This design comes from an exercise in tuning for small area, a short achievable clock period and few clock cycles on the open sky130 flow, not from production work. RTL that was checked went through simulation tests only; none was proved equivalent to the original. No activity file was given, so power comes from the tool's default toggle rates.

==> module wallace_mult_apb, before the edit <==
module wallace_mult_apb (
  input  wire        clk,
  input  wire        rst_n,
  input  wire        psel,
  input  wire        penable,
  input  wire        pwrite,
  input  wire [7:0]  paddr,
  input  wire [31:0] pwdata,
  output wire [31:0] prdata,
  output wire        pready,
  output wire        pslverr
);
  logic [15:0] op_a;
  logic [15:0] op_b;
  logic [17:0] op_a3;      
  logic [31:0] prod;       
  logic        ph1;        
  logic        ph2;        
  logic        ph3;        
  logic        acc_en;     
  logic        done;
  logic        a_ok;       
  logic        b_ok;       
  logic [1:0]  dig1;
  logic [1:0]  dig2;
  logic [1:0]  dig3;
  logic        we_a;       
  logic        we_b;       
  logic        rd_a;       
  logic        rd_b;       
  logic        sel_stat;
  logic        sel_prod;   
  logic        rd_prod;    
  logic        err_q;
  logic        start_setup;
  logic        pass0;
  logic        busy;
  logic        done_d;
  logic        a_ok_d;
  logic        b_ok_d;
  assign start_setup = psel & ~penable & pwrite &
                       (paddr == wallace_mult_pkg::ADDR_CTRL) &
                       pwdata[wallace_mult_pkg::CTRL_START_BIT];
  assign busy = ph2 | ph3;
  assign pass0 = start_setup & ~busy;
  assign done_d = rst_n & (ph3 | (done & ~ph1));
  assign a_ok_d = rst_n & (a_ok | we_a);
  assign b_ok_d = rst_n & (b_ok | we_b);
  logic [15:0] acc_in;
  logic [17:0] row [2];
  logic [19:0] csa_x;
  logic [19:0] csa_y;
  logic [19:0] csa_z;
  logic [19:0] csa_s;
  logic [19:0] csa_c;
  logic [19:0] mac;
  assign acc_in = {16{acc_en}} & prod[31:16];
  for (genvar j = 0; j < 2; j++) begin : g_row
    assign row[j] = ({18{dig1[j]}} & {2'b00, op_a}) |
                    ({18{dig2[j]}} & {1'b0, op_a, 1'b0}) |
                    ({18{dig3[j]}} & op_a3);
  end
  assign csa_x = 20'(acc_in);
  assign csa_y = 20'(row[0]);
  assign csa_z = 20'(row[1]) << 2;
  assign csa_s = csa_x ^ csa_y ^ csa_z;
  assign csa_c = ((csa_x & csa_y) | (csa_x & csa_z) | (csa_y & csa_z)) << 1;
  assign mac   = csa_s + csa_c;
  always_ff @(posedge clk) begin
    if (pass0 | ph1 | busy) begin
      prod <= {mac, prod[15:4]};
    end
  end
  logic [15:0] b_next;
  logic [3:0]  bits_next;
  assign b_next = we_b ? pwdata[15:0] : op_b;
  always_comb begin
    if (ph2)        bits_next = op_b[15:12];
    else if (ph1)   bits_next = op_b[11:8];
    else if (pass0) bits_next = op_b[7:4];
    else            bits_next = b_next[3:0];
  end
  always_ff @(posedge clk) begin
    for (int j = 0; j < 2; j++) begin
      dig1[j] <= a_ok_d & b_ok_d & (bits_next[2*j+1 -: 2] == 2'd1);
      dig2[j] <= a_ok_d & b_ok_d & (bits_next[2*j+1 -: 2] == 2'd2);
      dig3[j] <= a_ok_d & b_ok_d & (bits_next[2*j+1 -: 2] == 2'd3);
    end
  end
  always_ff @(posedge clk) begin
    ph1  <= rst_n & pass0;
    ph2  <= rst_n & ph1;
    ph3  <= rst_n & ph2;
    acc_en <= rst_n & (pass0 | ph1 | ph2);
    done <= done_d;
    a_ok <= a_ok_d;
    b_ok <= b_ok_d;
  end
  always_ff @(posedge clk) begin
    we_a     <= psel & ~penable & pwrite & (paddr == wallace_mult_pkg::ADDR_OPERAND_A);
    we_b     <= psel & ~penable & pwrite & (paddr == wallace_mult_pkg::ADDR_OPERAND_B);
    rd_a     <= (paddr == wallace_mult_pkg::ADDR_OPERAND_A) & a_ok_d;
    rd_b     <= (paddr == wallace_mult_pkg::ADDR_OPERAND_B) & b_ok_d;
    sel_stat <= (paddr == wallace_mult_pkg::ADDR_STATUS);
    sel_prod <= (paddr == wallace_mult_pkg::ADDR_PRODUCT) & done_d;
    rd_prod  <= (paddr == wallace_mult_pkg::ADDR_PRODUCT) & ~pwrite;
    err_q    <= ~((paddr == wallace_mult_pkg::ADDR_OPERAND_A) |
                  (paddr == wallace_mult_pkg::ADDR_OPERAND_B) |
                  (paddr == wallace_mult_pkg::ADDR_CTRL) |
                  (paddr == wallace_mult_pkg::ADDR_STATUS) |
                  (paddr == wallace_mult_pkg::ADDR_PRODUCT));
  end
  always_ff @(posedge clk) begin
    if (!rst_n) begin
      op_a  <= '0;
    end else if (we_a) begin
      op_a  <= pwdata[15:0];
    end
    if (we_a) begin
      op_a3 <= 18'(pwdata[15:0]) + 18'({pwdata[15:0], 1'b0});
    end
    if (we_b) op_b <= pwdata[15:0];
  end
  logic [31:0] rd_data;
  always_comb begin
    rd_data = {32{sel_prod}} & prod;
    rd_data[15:0] = rd_data[15:0] | ({16{rd_a}} & op_a) | ({16{rd_b}} & op_b);
    rd_data[wallace_mult_pkg::STATUS_BUSY_BIT] =
      rd_data[wallace_mult_pkg::STATUS_BUSY_BIT] | (sel_stat & busy);
    rd_data[wallace_mult_pkg::STATUS_DONE_BIT] =
      rd_data[wallace_mult_pkg::STATUS_DONE_BIT] | (sel_stat & done);
  end
  assign prdata  = rd_data;
  assign pready  = ~(rd_prod & ph3);
  assign pslverr = err_q;
endmodule
Settings: LEC_CHECK=0, ABC_AREA=1, CAP_MARGIN=20, CORE_MARGIN=2, CORE_UTILIZATION=55, CTS_BUF_LIST=sky130_fd_sc_hd__clkbuf_8, SETUP_SLACK_MARGIN=2.0, SLEW_MARGIN=20; clock period 5.0 ns.
standard.sh (not shown) runs the stock make flow with config.mk's settings and CLKGATE_MAP_FILE= SYNTH_SCRIPT=/design/flow/synth_recipe.tcl, a recipe that flattens the netlist after the stock synthesis.
==> flow/flow/run.sh <==
#!/bin/bash
# The standard layout, with plain buffers (buf_2) instead of the default
# delay cells as the buffers on the input and output ports.
set -e
export BUFFER_PORTS_ARGS="-buffer_cell sky130_fd_sc_hd__buf_2"
bash standard.sh > standard.log 2>&1
The starting point completed with no timing, DRC or antenna violations.
Testbench counts at the start, summed over its fixed seeds: cycles 21,608.
Edit:
--- a/flow/design.v
+++ b/flow/design.v
@@ -343,14 +343,15 @@
                     ({18{dig2[j]}} & {1'b0, op_a, 1'b0}) |
                     ({18{dig3[j]}} & op_a3);
   end
   assign csa_x = 20'(acc_in);
   assign csa_y = 20'(row[0]);
   assign csa_z = 20'(row[1]) << 2;
-  assign csa_s = csa_x ^ csa_y ^ csa_z;
-  assign csa_c = ((csa_x & csa_y) | (csa_x & csa_z) | (csa_y & csa_z)) << 1;
+  assign csa_s = {csa_x[19:2] ^ csa_y[19:2] ^ csa_z[19:2], csa_x[1:0]};
+  assign csa_c = {((csa_x[18:2] & csa_y[18:2]) | (csa_x[18:2] & csa_z[18:2]) |
+                   (csa_y[18:2] & csa_z[18:2])), 1'b0, csa_y[1:0]};
   assign mac   = csa_s + csa_c;
   always_ff @(posedge clk) begin
     if (pass0 | ph1 | busy) begin
       prod <= {mac, prod[15:4]};
     end
   end
Result:
- The new run finished with timing, DRC and antenna clean
- global-route usage went down by 0.26 points
- clock-buffer cell count stays the same
- combinational power stays flat
- final cell count went down by a few percent
- fmax shrinks by a few percent
- wire length came out higher slightly
- worst setup slack gets worse by 110 ps
The RTL of the second run of this note was laid out without a check of its function.

afterwards: timing with drivers on the ports:
Ports are ideal in the flow. The routed layouts listed here were re-timed in OpenROAD. Step 1 assumes that a clkbuf_16 drives the clock port and a buf_2 every other input. Step 2 adds t to the input delays and takes it off the output delays; t is the mean of the earliest and latest rising clock arrival at the registers after step 1. Input paths then give back, and output paths get back, about the clock's delay inside the block. Three values: ideal ports, drivers, drivers and shift; two values: the first two.
run | shift t [ns] | setup slack, ns | worst slew at a driven data input, ns
the first run | 0.422 | 2.246 / 2.246 / 1.987 | 0.03
the second run | 0.424 | 2.138 / 2.138 / 2.020 | 0.03
After both steps every run listed still meets setup and hold. The setup slack of the first run, which loses most, moves by 0.000 ns with the drivers and by -0.259 ns with both steps.
